Source: an optimization exercise on an open RTL-to-GDS flow (aim: a short achievable clock period and few clock cycles). Production flows keep margins and buffers that such runs may drop.
RTL that was checked went through simulation tests only; none was proved equivalent to the original.
Power and IR drop assume default switching activity.

==> inputs of v20 <==
## processor
module processor (
    input  logic              clock,
    input  logic              rst_n,
    output cpu_pkg::word_t    address_imem,
    input  cpu_pkg::insn_t    q_imem,
    output cpu_pkg::word_t    address_dmem,
    output cpu_pkg::word_t    data,
    output logic              wren,
    input  cpu_pkg::word_t    q_dmem,
    output logic              ctrl_writeEnable,
    output cpu_pkg::reg_idx_t ctrl_writeReg,
    output cpu_pkg::reg_idx_t ctrl_readRegA,
    output cpu_pkg::reg_idx_t ctrl_readRegB,
    output cpu_pkg::word_t    data_writeReg,
    input  cpu_pkg::word_t    data_readRegA,
    input  cpu_pkg::word_t    data_readRegB
);
    logic [31:0] pc;
    logic [31:0] ras [4];
    logic [1:0]  ras_sp;             
    logic        x_valid;
    logic        x_rtype;
    logic [4:0]  x_func;
    logic [4:0]  x_shamt;
    logic        x_useimm;           
    logic        x_bne;
    logic        x_blt;
    logic        x_jal;
    logic        x_jr;
    logic        x_lw;
    logic        x_sw;
    logic        x_wr;               
    logic [4:0]  x_dest;
    logic [31:0] x_imm;
    logic [31:0] x_pc1;              
    logic        x_pred;             
    logic [31:0] x_alt;              
    logic [4:0]  ra_q;               
    logic [4:0]  rb_q;               
    logic        a_ml, a_m, a_w, a_rf;
    logic        b_ml, b_m, b_w, b_rf;
    logic        m_wr;
    logic        m_lw;
    logic        m_sw;
    logic [4:0]  m_dest;
    logic [31:0] m_res;
    logic [31:0] m_st;
    logic        w_wr;
    logic [4:0]  w_dest;
    logic [31:0] w_val;
    logic [31:0] pc1;
    logic [4:0]  f_op;
    logic [4:0]  f_rd, f_rs, f_rt;
    logic [31:0] f_imm;
    logic [31:0] f_tgt;
    logic [31:0] f_brt;
    logic        f_rtype, f_j, f_bne, f_jal, f_jr, f_addi, f_blt, f_sw, f_lw;
    logic        f_br;
    logic        f_pred;
    logic        f_wr_any;
    logic [4:0]  f_dest;
    logic        f_wr;
  ...
make LEC_CHECK=0 ABC_CLOCK_PERIOD_IN_PS=2500 CAP_MARGIN=20 CORE_MARGIN=2 CORE_UTILIZATION=40 SETUP_SLACK_MARGIN=3.0 SLEW_MARGIN=20 finish   # period 6.5 ns
run.sh (not shown) runs the stock make flow with config.mk's settings and CLKGATE_MAP_FILE= SYNTH_SCRIPT=/design/flow/synth_recipe.tcl, a recipe that flattens the netlist after the stock synthesis.
==> v5 (differences from v20) <==
- ABC_CLOCK_PERIOD_IN_PS: 2500 -> not set
- SETUP_SLACK_MARGIN: 3.0 -> not set
==> qor summary <==
quantity                                                                       v5             v20
Fraction of power consumed by sequential logic                              38.4%           35.5%
Number of antenna violations at the first check in global routing               2               1
Detail Route met3 WL                                                     8.219 mm        10.05 mm
Cells on worst reg2reg path                                                    14              18
Status                                                             finished clean  finished clean
Required arrival time at the worst endpoint                               7.00 ns         6.80 ns
Wire length the detailed router placed on met1                           49.34 mm        50.73 mm
Count of antenna diodes in the layout                                           1               0
Combined area of the multi-input logic cells                           16310 um^2      20050 um^2
Area after detailed placement                                          30760 um^2      31000 um^2
Number of non-clock buffers                                                   387             621
Critical path buffers and inverters                                             3               5
Maximum fanout count along the critical path                                   35              16
Total via count in the routed design                                        25107           27047
Sw frac                                                                    32.14%          32.98%
Maximum number of pins on one net before global-route repair                   81              92
Part of the total power dissipated in the clock network                     36.0%           34.5%
Vias in the first global route                                              24363           26243
Via-to-Cell Ratio                                                           6.066           6.184
Register-to-Register Setup Slack                                          0.94 ns         1.73 ns
Routed WL                                                                111.1 mm        122.4 mm
Max Freq                                                                174.6 MHz       202.3 MHz
NetSw                                                                    2.339 mW        2.610 mW
FILL cells                                                                   6228            5528
Global-route wire length before repair                                   163.3 mm        175.3 mm
Cell Int Power                                                           4.939 mW        5.303 mW
No functional check of the RTL was part of any run of this note.

* * *

==> 02-27: inputs <==
Another version of the RTL of processor (not shown whole).
==> flow/config.mk <==
export PLATFORM = sky130hd
export DESIGN_NAME = processor
export DESIGN_NICKNAME = processor
export VERILOG_FILES = /design/flow/design.v
export SDC_FILE = /design/flow/constraint.sdc
export NUM_CORES = 4
export LEC_CHECK = 0
export CAP_MARGIN = 20
export CORE_MARGIN = 2
export CORE_UTILIZATION = 40
export SETUP_SLACK_MARGIN = 4.0
export SLEW_MARGIN = 20
==> flow/constraint.sdc <==
create_clock -name core_clock -period 6.5 [get_ports {clock}]
set_input_delay 1.3000 -clock core_clock [delete_from_list [all_inputs] [get_ports {clock}]]
set_output_delay 1.3000 -clock core_clock [all_outputs]
set_load 0.01 [all_outputs]
==> 09-19: changes against 02-27 <==
--- a/flow/design.v
+++ b/flow/design.v
@@ -175,21 +175,28 @@
     assign f_rs   = q_imem[21:17];
     assign f_rt   = q_imem[16:12];
     assign f_func = q_imem[6:2];
     assign f_imm  = {{15{q_imem[16]}}, q_imem[16:0]};
     assign f_tgt  = {{5{q_imem[26]}}, q_imem[26:0]};
-    logic [9:0]  brt_lo;             
+    logic [4:0]  brt_a;              
+    logic [4:0]  brt_b0, brt_b1;     
+    logic        c4, c8;
     logic [23:0] pc_hi_p, pc_hi_m;
     logic        hi_0, hi_p, hi_m;
     assign f_short = (q_imem[16:7] == 10'h000) | (q_imem[16:7] == 10'h3ff);
-    assign brt_lo  = {1'b0, pc[7:0], 1'b1} + {1'b0, q_imem[7:0], 1'b1};
+    assign brt_a   = {1'b0, pc[3:0]} + {1'b0, q_imem[3:0]} + 5'd1;
+    assign brt_b0  = {1'b0, pc[7:4]} + {1'b0, q_imem[7:4]};
+    assign brt_b1  = {1'b0, pc[7:4]} + {1'b0, q_imem[7:4]} + 5'd1;
+    assign c4      = brt_a[4];
+    assign c8      = (c4 & brt_b1[4]) | (~c4 & brt_b0[4]);
     assign pc_hi_p = pc[31:8] + 24'd1;
     assign pc_hi_m = pc[31:8] - 24'd1;
-    assign hi_0    = (q_imem[16] == brt_lo[9]);
-    assign hi_p    = ~q_imem[16] & brt_lo[9];
-    assign hi_m    = q_imem[16] & ~brt_lo[9];
-    assign f_brt[7:0]  = brt_lo[8:1];
+    assign hi_0    = (q_imem[16] == c8);
+    assign hi_p    = ~q_imem[16] & c8;
+    assign hi_m    = q_imem[16] & ~c8;
+    assign f_brt[3:0]  = brt_a[3:0];
+    assign f_brt[7:4]  = ({4{c4}} & brt_b1[3:0]) | ({4{~c4}} & brt_b0[3:0]);
     assign f_brt[31:8] = ({24{hi_0}} & pc[31:8]) | ({24{hi_p}} & pc_hi_p)
                        | ({24{hi_m}} & pc_hi_m);
     assign f_rtype = (f_op == 5'd0);
     assign f_j     = (f_op == 5'd1);
     assign f_bne   = (f_op == 5'd2);
@@ -200,15 +207,26 @@
     assign f_sw    = (f_op == 5'd7);
     assign f_lw    = (f_op == 5'd8);
     assign f_br    = (f_bne | f_blt) & (q_imem[16:0] != 17'd0);
     assign f_idx    = pc[9:0];
     assign f_static = q_imem[16] | (f_bne & (f_rd != f_rs));
-    logic f_lp_hit, f_lp_exit;
-    assign f_lp_hit  = lp_v[f_idx[3:0]] & (lp_tag[f_idx[3:0]] == f_idx[9:4]);
-    assign f_lp_exit = (lp_cnt[f_idx[3:0]] == lp_trip[f_idx[3:0]]);
-    assign f_pred    = f_br & f_short & ((q_imem[16] & f_lp_hit) ? ~f_lp_exit
-                                         : (bht_v[f_idx[3:0]] ? bht_c[f_idx[3:0]][1] : f_static));
+    logic [15:0] pb_back, pb_hist;
+    always_comb begin
+        for (int i = 0; i < 16; i++) begin
+            pb_back[i] = lp_v[i] ? (lp_cnt[i] != lp_trip[i]) : (~bht_v[i] | bht_c[i][1]);
+            pb_hist[i] = bht_c[i][1];
+        end
+    end
+    logic [15:0] f_sel;
+    logic        f_pb_back, f_pb_hist, f_pb_v;
+    always_comb begin
+        for (int i = 0; i < 16; i++) f_sel[i] = (pc[3:0] == i[3:0]);
+    end
+    assign f_pb_back = |(f_sel & pb_back);
+    assign f_pb_hist = |(f_sel & pb_hist);
+    assign f_pb_v    = |(f_sel & bht_v);
+    assign f_pred = f_br & f_short & (q_imem[16] ? f_pb_back : (f_pb_v ? f_pb_hist : f_static));
     assign f_wr_any = f_rtype | f_addi | f_lw | f_jal;
     assign f_dest   = f_jal ? 5'd31 : f_rd;
     assign f_wr     = f_wr_any & (f_dest != 5'd0);
     assign f_ra   = (f_bne | f_blt) ? f_rd : f_rs;
     assign f_rb   = (f_bne | f_blt) ? f_rs : ((f_sw | f_jr) ? f_rd : f_rt);
@@ -220,22 +238,29 @@
     assign u_rd   = f_sw | f_bne | f_blt | f_jr;
     assign hold_d = d_hz & ((u_rs & (f_rs == d_dest)) | (u_rt & (f_rt == d_dest))
                           | (u_rd & (f_rd == d_dest)));
     assign hold_x = x_hz & ((u_rs & (f_rs == x_dest)) | (u_rt & (f_rt == x_dest))
                           | (u_rd & (f_rd == x_dest)));
-    assign stall  = ~rec & (hold_d | hold_x);
-    logic n_tgt, n_brt, n_ras, n_seq, n_go;
-    logic [31:0] f_pred_pc;
-    assign n_go   = ~rec & ~stall;
+    assign stall  = ~rec & ~fixing & (hold_d | hold_x);
+    logic        d_fixv;
+    logic        d_fix_up;           
+    logic [7:0]  d_fix_lo;
+    logic [23:0] d_fix_hp, d_fix_hm;
+    logic [31:0] d_fix_pc;
+    logic        fixing;
+    assign fixing = d_fixv & ~rec;
+    assign d_fix_pc = {d_fix_up ? d_fix_hp : d_fix_hm, d_fix_lo};
+    logic n_tgt, n_ras, n_seq, n_go;
+    logic [31:0] f_jmp_pc, f_pred_pc;
+    assign n_go   = ~rec & ~fixing & ~stall;
     assign n_tgt  = f_j | f_jal;
-    assign n_brt  = f_pred;
     assign n_ras  = f_jr;
-    assign n_seq  = ~(f_j | f_jal | f_pred | f_jr);
-    assign f_pred_pc = ({32{n_tgt}} & f_tgt) | ({32{n_brt}} & f_brt)
-                     | ({32{n_ras}} & ras_top) | ({32{n_seq}} & pc1);
-    assign f_npc  = ({32{rec}} & rec_pc) | ({32{~rec & stall}} & pc)
-                  | ({32{n_go}} & f_pred_pc);
+    assign n_seq  = ~(f_j | f_jal | f_jr);
+    assign f_jmp_pc  = ({32{n_tgt}} & f_tgt) | ({32{n_ras}} & ras_top) | ({32{n_seq}} & pc1);
+    assign f_pred_pc = f_pred ? {pc[31:8], f_brt[7:0]} : f_jmp_pc;
+    assign f_npc  = ({32{rec}} & rec_pc) | ({32{fixing}} & d_fix_pc)
+                  | ({32{~rec & ~fixing & stall}} & pc) | ({32{n_go}} & f_pred_pc);
     logic [15:0] n_hi;
     assign n_hi = ({16{n_r_sum}} & n_sum_hi) | ({16{n_r_dif}} & n_dif_hi) | ({16{n_r_lg}} & n_lg_hi);
     logic dv;
     logic p1a, p1b, p2a, p2b;
     logic [16:0] alt_lo;
@@ -323,10 +348,11 @@
             x_valid <= 1'b0;
             d_hz    <= 1'b0;
             x_hz    <= 1'b0;
             m_valid <= 1'b0;
             rec     <= 1'b0;
+            d_fixv  <= 1'b0;
             ras_sp  <= 2'd0;
             ras[0]  <= 32'd0;
             ras[1]  <= 32'd0;
             ras[2]  <= 32'd0;
             ras[3]  <= 32'd0;
@@ -336,39 +362,48 @@
             x_valid <= dv;
             d_hz    <= n_go & f_wr & (f_lw | (f_rtype & (f_func == 5'd5)));
             x_hz    <= dv & d_wr & (d_lw | d_sra);
             m_valid <= xv;
             rec     <= misp;
-            if (~rec & f_jal) begin
+            d_fixv  <= n_go & f_pred & ~hi_0;
+            if (~rec & ~fixing & f_jal) begin
                 ras[ras_sp + 2'd1] <= pc1;
             end
-            if (~rec & f_jal) begin
+            if (~rec & ~fixing & f_jal) begin
                 ras_sp <= ras_sp + 2'd1;
             end else if (n_go & f_jr) begin
                 ras_sp <= ras_sp - 2'd1;
             end
         end
     end
     always_ff @(posedge clock) begin
-        rec_pc <= m_jr ? opb_f : m_alt;
+        rec_pc   <= m_jr ? opb_f : m_alt;
+        d_fix_up <= hi_p;
+        d_fix_lo <= f_brt[7:0];
+        d_fix_hp <= pc_hi_p;
+        d_fix_hm <= pc_hi_m;
     end
     always_ff @(posedge clock) begin
         if (!rst_n) begin
             bht_v <= 16'd0;
             u_v   <= 1'b0;
             for (int i = 0; i < 16; i++) bht_c[i] <= 2'd0;
         end else begin
             u_v   <= mv & (m_bne | m_blt);
             if (u_v) begin
                 bht_v[u_idx[3:0]] <= 1'b1;
-                if (!bht_v[u_idx[3:0]])                            bht_c[u_idx[3:0]] <= u_t ? 2'd3 : 2'd0;
-                else if (u_t && bht_c[u_idx[3:0]] != 2'd3)         bht_c[u_idx[3:0]] <= bht_c[u_idx[3:0]] + 2'd1;
-                else if (!u_t && bht_c[u_idx[3:0]] != 2'd0)        bht_c[u_idx[3:0]] <= bht_c[u_idx[3:0]] - 2'd1;
+                if (!u_bv)                          bht_c[u_idx[3:0]] <= u_t ? 2'd3 : 2'd0;
+                else if (u_t && u_bc != 2'd3)       bht_c[u_idx[3:0]] <= u_bc + 2'd1;
+                else if (!u_t && u_bc != 2'd0)      bht_c[u_idx[3:0]] <= u_bc - 2'd1;
             end
         end
     end
+    logic       u_bv;
+    logic [1:0] u_bc;
     always_ff @(posedge clock) begin
+        u_bv   <= bht_v[m_idx[3:0]];
+        u_bc   <= bht_c[m_idx[3:0]];
         u_idx  <= m_idx;
         u_t    <= taken;
         u_back <= m_back;
     end
     logic [3:0] lp_base;
--- a/flow/config.mk
+++ b/flow/config.mk
@@ -5,8 +5,8 @@
 export SDC_FILE = /design/flow/constraint.sdc
 export NUM_CORES = 4
 export LEC_CHECK = 0
 export CAP_MARGIN = 20
 export CORE_MARGIN = 2
-export CORE_UTILIZATION = 40
-export SETUP_SLACK_MARGIN = 4.0
+export CORE_UTILIZATION = 55
+export SETUP_SLACK_MARGIN = 3.2
 export SLEW_MARGIN = 20
==> flow_metrics.tcl <==
set metrics [dict create \
    first_pass_iters 10 \
    vias_per_cell 6.38 \
    crit_start "mb1l" \
    setup_ws_ns 3.13 \
    r2r-end "rec" \
    tap_cells 1403 \
    seq_area_frac_synth_pct 51.1 \
    layout_common_cells "dfxtp_1, nor2_1, nand2_1" \
    yosysTopAreaCellShare_pct 31.8 \
    status "finished clean" \
]
Source of the figures above: 09-19

==> flow_metrics.tcl <==
set metrics [dict create \
    status "finished clean" \
    r2r-end "pc[23]" \
    vias_per_cell 5.97 \
    seq_area_frac_synth_pct 49.8 \
    setup_ws_ns 2.95 \
    layout_common_cells "dfxtp_1, buf_4, nor2_1" \
    crit_start "pc[0]" \
]
Source of the figures above: 02-27

Testbench counts of 02-27, summed over its fixed seeds: cycles 117,873.
Testbench counts of 09-19, summed over its fixed seeds: cycles 117,865.

separate check: timing with driven ports:
How much do the figures lean on ideal ports? The routed layouts below were timed once more, with nothing changed but the port constraints.
Step 1, drivers: a clkbuf_16 drives clock and a buf_2 each remaining input, both assumed.
Step 2 adds t to the input delays and takes it off the output delays; t is the mean of the earliest and latest rising clock arrival at the registers after step 1. Input paths then give back, and output paths get back, about the clock's delay inside the block.
Three values: no drivers, after step 1, after step 2; two values: the first two.
| run | t, ns | setup slack, ns | hold WS [ns] |
|---|---|---|---|
| v20 | 0.658 | 1.558 / 1.581 / 0.923 | 0.392 / 0.392 / 0.392 |
| v5 | 0.663 | 0.772 / 0.808 / 0.145 | 0.390 / 0.390 / 0.390 |
| 02-27 | 0.863 | 2.954 / 2.915 / 2.073 | 0.319 / 0.319 / 0.319 |
| 09-19 | 0.836 | 3.130 / 3.130 / 2.422 | 0.311 / 0.311 / 0.311 |
After both steps every run listed still meets setup and hold. For 02-27, which loses most, drivers alone change the setup slack by -0.039 ns; drivers and shift together by -0.881 ns.
